From an optimization exercise on the open Yosys and OpenROAD flow, aimed at small area, a short achievable clock period and few clock cycles; shortcuts taken in it are not production practice.
RTL that was checked went through simulation tests only; none was proved equivalent to the original.
No activity file was given, so power comes from the tool's default toggle rates.

Setup of main:
==> flow/design.v <==
package smePkg;
    typedef logic [8-1:0] smeChar;
    typedef logic [5-1:0] smeIndex;
    typedef struct packed {
        smeChar [8-1:0] chars;
        smeChar prevChar;
        smeChar endChar;
        logic atStart;
        logic atEnd;
    } smeWindow;
    typedef struct packed {
        smeChar [8-1:0] core;
        logic [3:0] coreLen;
        logic anchorStart;
        logic anchorEnd;
    } smePattern;
    typedef enum logic [1:0] {
        loadString,
        loadPattern,
        scan,
        result
    } smeState;
endpackage
`timescale 1ns/10ps
module smeTop
(
    input  logic       clk,
    input  logic       reset,
    input  logic [7:0] charData,
    input  logic       isString,
    input  logic       isPattern,
    output logic       valid,
    output logic       match,
    output logic [4:0] matchIndex
);
    localparam int S = 32;
    function automatic logic geConst(input logic [4:0] a, input int b);
        logic r;
        r = 1'b1;
        for (int k = 0; k < 5; k++)
        begin
            if (b[k])
                r = a[k] & r;
            else
                r = a[k] | r;
        end
        geConst = r;
    endfunction
    function automatic logic gt5(input logic [4:0] a, input logic [4:0] b);
        logic rLo;
        logic rHi;
        logic eqHi;
        rLo = 1'b0;
        for (int k = 0; k < 3; k++)
        begin
            rLo = (a[k] & ~b[k]) | (~(a[k] ^ b[k]) & rLo);
        end
        rHi = (a[4] & ~b[4]) | (~(a[4] ^ b[4]) & a[3] & ~b[3]);
        eqHi = (a[4:3] == b[4:3]);
        gt5 = rHi | (eqHi & rLo);
    endfunction
    function automatic logic [4:0] sub5(input logic [4:0] a, input logic [4:0] b);
        logic borrow;
        logic [1:0] hi0;
        logic [1:0] hi1;
        borrow = 1'b0;
        for (int k = 0; k < 3; k++)
        begin
            sub5[k] = a[k] ^ b[k] ^ borrow;
            borrow = (~a[k] & b[k]) | (~(a[k] ^ b[k]) & borrow);
        end
        hi0 = a[4:3] - b[4:3];
        hi1 = a[4:3] - b[4:3] - 2'd1;
        sub5[4:3] = borrow ? hi1 : hi0;
    endfunction
    function automatic logic [4:0] add5(input logic [4:0] a, input logic [4:0] b);
        logic carry;
        carry = 1'b0;
        for (int k = 0; k < 5; k++)
        begin
            add5[k] = a[k] ^ b[k] ^ carry;
            carry = (a[k] & b[k]) | ((a[k] ^ b[k]) & carry);
        end
    endfunction
    function automatic logic [4:0] inc5(input logic [4:0] a);
        logic carry;
        carry = 1'b1;
        for (int k = 0; k < 5; k++)
        begin
            inc5[k] = a[k] ^ carry;
            carry = a[k] & carry;
        end
    endfunction
    function automatic logic [5:0] highest(input logic [S-1:0] v);
        logic [5:0] n1 [16];
        logic [5:0] n2 [8];
        logic [5:0] n3 [4];
        logic [5:0] n4 [2];
        for (int a = 0; a < 16; a++)
            n1[a] = v[2*a+1] ? {1'b1, 4'd0, 1'b1} : {v[2*a], 5'd0};
        for (int a = 0; a < 8; a++)
            n2[a] = n1[2*a+1][5] ? {1'b1, 3'd0, 1'b1, n1[2*a+1][0]} : {n1[2*a][5], 3'd0, 1'b0, n1[2*a][0]};
        for (int a = 0; a < 4; a++)
            n3[a] = n2[2*a+1][5] ? {1'b1, 2'd0, 1'b1, n2[2*a+1][1:0]} : {n2[2*a][5], 2'd0, 1'b0, n2[2*a][1:0]};
        for (int a = 0; a < 2; a++)
            n4[a] = n3[2*a+1][5] ? {1'b1, 1'd0, 1'b1, n3[2*a+1][2:0]} : {n3[2*a][5], 1'd0, 1'b0, n3[2*a][2:0]};
        highest = n4[1][5] ? {1'b1, 1'b1, n4[1][3:0]} : {n4[0][5], 1'b0, n4[0][3:0]};
    endfunction
    logic [7:0] ring [S];
    logic [S-1:0] cand;
    logic isStringQ;
    logic isPatternQ;
    logic [4:0] sPos;
    logic [4:0] snPos;       
    logic [4:0] kPos;
    logic caretQ;        
    logic dollarQ;       
    always_ff @(posedge clk)
    begin
        ring[0] <= isString ? charData : ring[S-1];
        for (int p = 1; p < S; p++)
        begin
            ring[p] <= ring[p-1];
        end
    end
    always_ff @(posedge clk)
    begin
        sPos <= (isString && !isStringQ) ? 5'd0 : inc5(sPos);
        snPos <= isString ? 5'd31 : inc5(snPos);
    end
    logic [S-1:0] isS0;
    logic [S-1:0] isSN;
    logic [S-1:0] kLe;
    always_comb
    begin
        for (int q = 0; q < S; q++)
        begin
            isS0[q] = (sPos == 5'(q));
            isSN[q] = (snPos == 5'(q));
            kLe[q] = geConst(kPos, q);
        end
    end
    logic isDot;
    logic isCaret;
    logic isDollar;
    logic [S-1:0] eq;
    logic [S-1:0] sp;
    logic [S-1:0] dl;
    assign isDot = (charData == 8'h2e);
    assign isCaret = (charData == 8'h5e);
    assign isDollar = (charData == 8'h24);
    always_comb
    begin
        for (int q = 0; q < S; q++)
        begin
            eq[q] = (ring[q] == charData);
            sp[q] = (ring[q] == 8'h20);
            dl[q] = (ring[q] == 8'h24);
        end
    end
    logic [S-1:0] base;
    logic [S-1:0] startOk;
    always_comb
    begin
        for (int q = 0; q < S; q++)
        begin
            startOk[q] = sp[q] || isS0[(q+S-1)%S];
            base[q] = cand[q] && (!dollarQ || (dl[(q+1)%S] && !isSN[(q+1)%S]));
        end
    end
    logic [S-1:0] candX;
    logic [S-1:0] candY;
    logic keepY;
    always_comb
    begin
        for (int q = 0; q < S; q++)
        begin
            if (!isPatternQ)
            begin
                candX[q] = 1'b1;
                candY[q] = startOk[q];
            end
            else if (caretQ)
            begin
                candX[q] = cand[q];
                candY[q] = 1'b0;
            end
            else
            begin
                candX[q] = base[q] && !isSN[q];
                candY[q] = base[q];
            end
        end
        keepY = isPatternQ ? (!caretQ && isDollar) : isCaret;
    end
    logic selY;
    logic selDot;
    logic selEq;
    assign selY = keepY;
    assign selDot = !keepY && isDot;
    assign selEq = !keepY;
    always_ff @(posedge clk)
    begin
        for (int q = 0; q < S; q++)
        begin
            cand[q] <= (selY && candY[q]) || (selDot && candX[q]) || (selEq && candX[q] && eq[q]);
        end
        caretQ <= !isPatternQ && isCaret;
        dollarQ <= isPatternQ && !caretQ && isDollar;
        if (isPattern && !isPatternQ)
        begin
            kPos <= isCaret ? inc5(sPos) : sPos;
        end
    end
    logic [S-1:0] fin;
    logic [S-1:0] finLo;
    logic [S-1:0] atEnd;
    always_comb
    begin
        for (int q = 0; q < S; q++)
        begin
            fin[q] = cand[q] && (!dollarQ || sp[(q+1)%S]);
            finLo[q] = fin[q] && kLe[q];
            atEnd[q] = cand[q] && isSN[(q+1)%S];
        end
    end
    logic [5:0] hLo;
    logic [5:0] hAll;
    logic [4:0] hitPos;
    logic hitAny;
    logic hitLo;         
    logic endAny;
    logic [4:0] endIdx;
    logic resPend;
    assign hLo = highest(finLo);
    assign hAll = highest(fin);
    always_ff @(posedge clk or posedge reset)
    begin
        if (reset)
        begin
            isStringQ <= 1'b0;
            isPatternQ <= 1'b0;
            resPend <= 1'b0;
        end
        else
        begin
            isStringQ <= isString;
            isPatternQ <= isPattern;
            resPend <= isPatternQ && !isPattern;
        end
    end
    always_ff @(posedge clk)
    begin
        valid <= resPend;
    end
    logic [4:0] loPos;
    logic loLeK;
    logic [4:0] hitIdx;
    logic hitOk;
    logic [4:0] nM1;
    always_ff @(posedge clk)
    begin
        nM1 <= add5(sPos, ~snPos);
        loPos <= sub5(kPos, nM1);
        loLeK <= !gt5(nM1, kPos);
    end
    logic endOk;
    assign hitIdx = sub5(kPos, hitPos);
    assign hitOk = hitAny && (loLeK ? (!gt5(loPos, hitPos) && hitLo)
                                    : (!gt5(loPos, hitPos) || hitLo));
    assign endOk = endAny && !gt5(endIdx, nM1);
    always_ff @(posedge clk)
    begin
        hitPos <= hLo[5] ? hLo[4:0] : hAll[4:0];
        hitAny <= hAll[5];
        hitLo <= hLo[5];
        endAny <= dollarQ && (|atEnd);
        endIdx <= sub5(kPos, sub5(snPos, 5'd1));
        match <= hitOk || endOk;
        matchIndex <= hitOk ? hitIdx : endOk ? endIdx : 5'd0;
    end
endmodule
Settings: LEC_CHECK=0, CAP_MARGIN=20, CORE_MARGIN=2, CORE_UTILIZATION=60, CTS_BUF_LIST=sky130_fd_sc_hd__clkbuf_4 sky130_fd_sc_hd__clkbuf_8, CTS_CLUSTER_DIAMETER=60, CTS_CLUSTER_SIZE=14, SETUP_SLACK_MARGIN=4.4, SLEW_MARGIN=20; clock period 7.0 ns.
run.sh (not shown) runs the stock make flow with config.mk's settings and CLKGATE_MAP_FILE= SYNTH_SCRIPT=/design/flow/synth_recipe.tcl, a recipe that flattens the netlist after the stock synthesis.
main: no failed stages, no open violations at the end
Testbench counts of main, summed over its fixed seeds: cycles 6,945.
For the feature branch, these inputs were changed with respect to main:
--- a/flow/design.v
+++ b/flow/design.v
@@ -239,21 +239,19 @@
         if (reset)
         begin
             isStringQ <= 1'b0;
             isPatternQ <= 1'b0;
             resPend <= 1'b0;
+            valid <= 1'b0;
         end
         else
         begin
             isStringQ <= isString;
             isPatternQ <= isPattern;
             resPend <= isPatternQ && !isPattern;
-        end
-    end
-    always_ff @(posedge clk)
-    begin
-        valid <= resPend;
+            valid <= resPend;
+        end
     end
     logic [4:0] loPos;
     logic loLeK;
     logic [4:0] hitIdx;
     logic hitOk;
### Flow results
- main reports its destination of the critical timing path as cand[26]$_DFF_P_ while the feature branch reports hitPos[2]$_DFF_P_.
- On core utilization, main and the feature branch are basically level.
- Critical path depth: the feature branch vs main down 3
- In the tables for main and the feature branch, sum of routed wire segments on met1 reads higher with the feature branch.
- Looking at wire length of the first global-routing pass across main and the feature branch, the one that comes out lower is main.
- The feature branch: final total power 1.8% above main
- Pre-CTS worst setup slack: the feature branch vs main down 0.062 ns
- Between the feature branch and main, it is the feature branch whose relative max-transition margin is higher, by 8.7 points.
- The feature branch -> main: final non-filler cell area flat
Testbench counts of the feature branch, summed over its fixed seeds: cycles 6,945.

* * *

Another version of the RTL of smeTop (not shown whole).
Size: ~1,600 cells after synthesis, about 340 flip-flops, roughly 19 I/O pins, ~15,000 um2 of cells after synthesis.
==> module smeTop, before the edit <==
module smeTop
(
    input  logic       clk,
    input  logic       reset,
    input  logic [7:0] charData,
    input  logic       isString,
    input  logic       isPattern,
    output logic       valid,
    output logic       match,
    output logic [4:0] matchIndex
);
    localparam int S = 32;
    function automatic logic geConst(input logic [4:0] a, input int b);
        logic r;
        r = 1'b1;
        for (int k = 0; k < 5; k++)
        begin
            if (b[k])
                r = a[k] & r;
            else
                r = a[k] | r;
        end
        geConst = r;
    endfunction
    function automatic logic gt5(input logic [4:0] a, input logic [4:0] b);
        logic r;
        r = 1'b0;
        for (int k = 0; k < 5; k++)
        begin
            r = (a[k] & ~b[k]) | (~(a[k] ^ b[k]) & r);
        end
        gt5 = r;
    endfunction
    function automatic logic [4:0] sub5(input logic [4:0] a, input logic [4:0] b);
        logic borrow;
        borrow = 1'b0;
        for (int k = 0; k < 5; k++)
        begin
            sub5[k] = a[k] ^ b[k] ^ borrow;
            borrow = (~a[k] & b[k]) | (~(a[k] ^ b[k]) & borrow);
        end
    endfunction
    function automatic logic [4:0] add5(input logic [4:0] a, input logic [4:0] b);
        logic carry;
        carry = 1'b0;
        for (int k = 0; k < 5; k++)
        begin
            add5[k] = a[k] ^ b[k] ^ carry;
            carry = (a[k] & b[k]) | ((a[k] ^ b[k]) & carry);
        end
    endfunction
    function automatic logic [4:0] inc5(input logic [4:0] a);
        logic carry;
        carry = 1'b1;
        for (int k = 0; k < 5; k++)
        begin
            inc5[k] = a[k] ^ carry;
            carry = a[k] & carry;
        end
    endfunction
    function automatic logic [5:0] highest(input logic [S-1:0] v);
        logic [5:0] n1 [16];
        logic [5:0] n2 [8];
        logic [5:0] n3 [4];
        logic [5:0] n4 [2];
        for (int a = 0; a < 16; a++)
            n1[a] = v[2*a+1] ? {1'b1, 4'd0, 1'b1} : {v[2*a], 5'd0};
        for (int a = 0; a < 8; a++)
            n2[a] = n1[2*a+1][5] ? {1'b1, 3'd0, 1'b1, n1[2*a+1][0]} : {n1[2*a][5], 3'd0, 1'b0, n1[2*a][0]};
        for (int a = 0; a < 4; a++)
            n3[a] = n2[2*a+1][5] ? {1'b1, 2'd0, 1'b1, n2[2*a+1][1:0]} : {n2[2*a][5], 2'd0, 1'b0, n2[2*a][1:0]};
        for (int a = 0; a < 2; a++)
            n4[a] = n3[2*a+1][5] ? {1'b1, 1'd0, 1'b1, n3[2*a+1][2:0]} : {n3[2*a][5], 1'd0, 1'b0, n3[2*a][2:0]};
        highest = n4[1][5] ? {1'b1, 1'b1, n4[1][3:0]} : {n4[0][5], 1'b0, n4[0][3:0]};
    endfunction
    logic [7:0] ring [S];
    logic [S-1:0] cand;
    logic isStringQ;
    logic isPatternQ;
    logic [4:0] sPos;
    logic [4:0] snPos;       
    logic [4:0] kPos;
    logic caretQ;        
    logic dollarQ;       
    always_ff @(posedge clk)
    begin
        ring[0] <= isString ? charData : ring[S-1];
        for (int p = 1; p < S; p++)
        begin
            ring[p] <= ring[p-1];
        end
    end
    always_ff @(posedge clk)
    begin
        sPos <= (isString && !isStringQ) ? 5'd0 : inc5(sPos);
        snPos <= isString ? 5'd31 : inc5(snPos);
    end
    logic [S-1:0] isS0;
    logic [S-1:0] isSN;
    logic [S-1:0] kLe;
    always_comb
    begin
        for (int q = 0; q < S; q++)
        begin
            isS0[q] = (sPos == 5'(q));
            isSN[q] = (snPos == 5'(q));
            kLe[q] = geConst(kPos, q);
        end
    end
    logic isDot;
    logic isCaret;
    logic isDollar;
    logic [S-1:0] eq;
    logic [S-1:0] sp;
    logic [S-1:0] dl;
    assign isDot = (charData == 8'h2e);
    assign isCaret = (charData == 8'h5e);
    assign isDollar = (charData == 8'h24);
    always_comb
    begin
        for (int q = 0; q < S; q++)
        begin
            eq[q] = (ring[q] == charData);
            sp[q] = (ring[q] == 8'h20);
            dl[q] = (ring[q] == 8'h24);
        end
    end
    logic [S-1:0] base;
    logic [S-1:0] startOk;
    always_comb
    begin
        for (int q = 0; q < S; q++)
        begin
            startOk[q] = sp[q] || isS0[(q+S-1)%S];
            base[q] = cand[q] && (!dollarQ || (dl[(q+1)%S] && !isSN[(q+1)%S]));
        end
    end
    logic [S-1:0] candX;
    logic [S-1:0] candY;
    logic keepY;
    always_comb
    begin
        for (int q = 0; q < S; q++)
        begin
            if (!isPatternQ)
            begin
                candX[q] = 1'b1;
                candY[q] = startOk[q];
            end
            else if (caretQ)
            begin
                candX[q] = cand[q];
                candY[q] = 1'b0;
            end
            else
            begin
                candX[q] = base[q] && !isSN[q];
                candY[q] = base[q];
            end
        end
        keepY = isPatternQ ? (!caretQ && isDollar) : isCaret;
    end
    logic selY;
    logic selDot;
    logic selEq;
    assign selY = keepY;
    assign selDot = !keepY && isDot;
    assign selEq = !keepY;
    always_ff @(posedge clk)
    begin
        for (int q = 0; q < S; q++)
        begin
            cand[q] <= (selY && candY[q]) || (selDot && candX[q]) || (selEq && candX[q] && eq[q]);
        end
        caretQ <= !isPatternQ && isCaret;
        dollarQ <= isPatternQ && !caretQ && isDollar;
        if (isPattern && !isPatternQ)
        begin
            kPos <= isCaret ? inc5(sPos) : sPos;
        end
    end
    logic [S-1:0] fin;
    logic [S-1:0] finLo;
    logic [S-1:0] atEnd;
    always_comb
    begin
        for (int q = 0; q < S; q++)
        begin
            fin[q] = cand[q] && (!dollarQ || sp[(q+1)%S]);
            finLo[q] = fin[q] && kLe[q];
            atEnd[q] = cand[q] && isSN[(q+1)%S];
        end
    end
    logic [5:0] hLo;
    logic [5:0] hAll;
    logic [4:0] hitPos;
    logic hitAny;
    logic endAny;
    logic [4:0] endIdx;
    logic resPend;
    assign hLo = highest(finLo);
    assign hAll = highest(fin);
    always_ff @(posedge clk or posedge reset)
    begin
        if (reset)
        begin
            isStringQ <= 1'b0;
            isPatternQ <= 1'b0;
            resPend <= 1'b0;
            valid <= 1'b0;
        end
        else
        begin
            isStringQ <= isString;
            isPatternQ <= isPattern;
            resPend <= isPatternQ && !isPattern;
            valid <= resPend;
        end
    end
    logic [4:0] loPos;
    logic loLeK;
    logic [4:0] hitIdx;
    logic hitOk;
    logic [4:0] nM1;
    always_ff @(posedge clk)
    begin
        nM1 <= add5(sPos, ~snPos);
        loPos <= sub5(kPos, nM1);
        loLeK <= !gt5(nM1, kPos);
    end
    logic endOk;
    assign hitIdx = sub5(kPos, hitPos);
    assign hitOk = hitAny && (loLeK ? (!gt5(loPos, hitPos) && !gt5(hitPos, kPos))
                                    : (!gt5(loPos, hitPos) || !gt5(hitPos, kPos)));
    assign endOk = endAny && !gt5(endIdx, nM1);
    always_ff @(posedge clk)
    begin
        hitPos <= hLo[5] ? hLo[4:0] : hAll[4:0];
        hitAny <= hAll[5];
        endAny <= dollarQ && (|atEnd);
        endIdx <= sub5(kPos, sub5(snPos, 5'd1));
        match <= hitOk || endOk;
        matchIndex <= hitOk ? hitIdx : endOk ? endIdx : 5'd0;
    end
endmodule
make LEC_CHECK=0 CAP_MARGIN=20 CORE_MARGIN=2 CORE_UTILIZATION=60 CTS_BUF_LIST='sky130_fd_sc_hd__clkbuf_4 sky130_fd_sc_hd__clkbuf_8' CTS_CLUSTER_DIAMETER=60 CTS_CLUSTER_SIZE=14 SETUP_SLACK_MARGIN=4.5 SLEW_MARGIN=20 finish   # period 7.0 ns
The first run passed the timing, DRC and antenna checks.
Then changed:
--- a/flow/design.v
+++ b/flow/design.v
@@ -64,15 +64,6 @@
             borrow = (~a[k] & b[k]) | (~(a[k] ^ b[k]) & borrow);
         end
     endfunction
-    function automatic logic [4:0] add5(input logic [4:0] a, input logic [4:0] b);
-        logic carry;
-        carry = 1'b0;
-        for (int k = 0; k < 5; k++)
-        begin
-            add5[k] = a[k] ^ b[k] ^ carry;
-            carry = (a[k] & b[k]) | ((a[k] ^ b[k]) & carry);
-        end
-    endfunction
     function automatic logic [4:0] inc5(input logic [4:0] a);
         logic carry;
         carry = 1'b1;
@@ -205,22 +196,18 @@
     end
     logic [S-1:0] fin;
     logic [S-1:0] finLo;
-    logic [S-1:0] atEnd;
-    always_comb
-    begin
-        for (int q = 0; q < S; q++)
-        begin
-            fin[q] = cand[q] && (!dollarQ || sp[(q+1)%S]);
+    always_comb
+    begin
+        for (int q = 0; q < S; q++)
+        begin
+            fin[q] = cand[q] && (!dollarQ || sp[(q+1)%S] || isSN[(q+1)%S]);
             finLo[q] = fin[q] && kLe[q];
-            atEnd[q] = cand[q] && isSN[(q+1)%S];
         end
     end
     logic [5:0] hLo;
     logic [5:0] hAll;
     logic [4:0] hitPos;
     logic hitAny;
-    logic endAny;
-    logic [4:0] endIdx;
     logic resPend;
     assign hLo = highest(finLo);
     assign hAll = highest(fin);
@@ -245,25 +232,19 @@
     logic loLeK;
     logic [4:0] hitIdx;
     logic hitOk;
-    logic [4:0] nM1;
-    always_ff @(posedge clk)
-    begin
-        nM1 <= add5(sPos, ~snPos);
-        loPos <= sub5(kPos, nM1);
-        loLeK <= !gt5(nM1, kPos);
-    end
-    logic endOk;
+    always_ff @(posedge clk)
+    begin
+        loPos <= sub5(kPos, sub5(sub5(sPos, snPos), 5'd1));
+        loLeK <= !gt5(sub5(kPos, sub5(sub5(sPos, snPos), 5'd1)), kPos);
+    end
     assign hitIdx = sub5(kPos, hitPos);
     assign hitOk = hitAny && (loLeK ? (!gt5(loPos, hitPos) && !gt5(hitPos, kPos))
                                     : (!gt5(loPos, hitPos) || !gt5(hitPos, kPos)));
-    assign endOk = endAny && !gt5(endIdx, nM1);
     always_ff @(posedge clk)
     begin
         hitPos <= hLo[5] ? hLo[4:0] : hAll[4:0];
         hitAny <= hAll[5];
-        endAny <= dollarQ && (|atEnd);
-        endIdx <= sub5(kPos, sub5(snPos, 5'd1));
-        match <= hitOk || endOk;
-        matchIndex <= hitOk ? hitIdx : endOk ? endIdx : 5'd0;
+        match <= hitOk;
+        matchIndex <= hitOk ? hitIdx : 5'd0;
     end
 endmodule
Effect: Final area falls slightly. Wire length is lower by a few percent. Non-clock buffer count rose by 10. Maximum frequency goes down by a quarter to a third. Via count decreases by a few percent. Worst setup slack degrades by 0.83 ns. Total power went up by a few percent. Cell count falls slightly. First-iteration DRC count shrinks by a quarter to a third. Synthesized cell count drops slightly. Clock skew falls by 0.034 ns. Global-route usage is lower by 2.6 points. Critical path depth grows by 5.
No run of this note included a check of the RTL's function; only the layout flow was run.

[separate check: timing with driven ports]
The flow's constraints put no driver on any port. The routed layouts listed below were extracted and timed again, unchanged, in two steps. Step 1: set_driving_cell puts a clkbuf_16 on clk and a buf_2 on each other input, an assumption about the parent block. Step 2 also shifts input and output timing later by t, the mid clock arrival at the registers, as if the neighbouring blocks saw the same clock. Slacks: ideal / step 1 / step 2; pairs: ideal / step 1.
run | t (ns) | setup WS [ns] | worst register clock-pin slew, ns | cell pins on the clock port's net
main | 0.660 | 4.435 / 4.403 / 3.791 | 0.10 / 0.10 | 1
the feature branch | 0.679 | 4.372 / 4.372 / 3.745 | 0.10 / 0.10 | 1
the first run of note 2 | 0.665 | 4.295 / 4.295 / 3.803 | 0.10 / 0.10 | 1
the second run of note 2 | 0.665 | 3.470 / 3.470 / 3.470 | 0.10 / 0.10 | 1
After both steps every run listed still meets setup and hold. For main, which loses most, drivers alone change the setup slack by -0.032 ns; drivers and shift together by -0.644 ns.
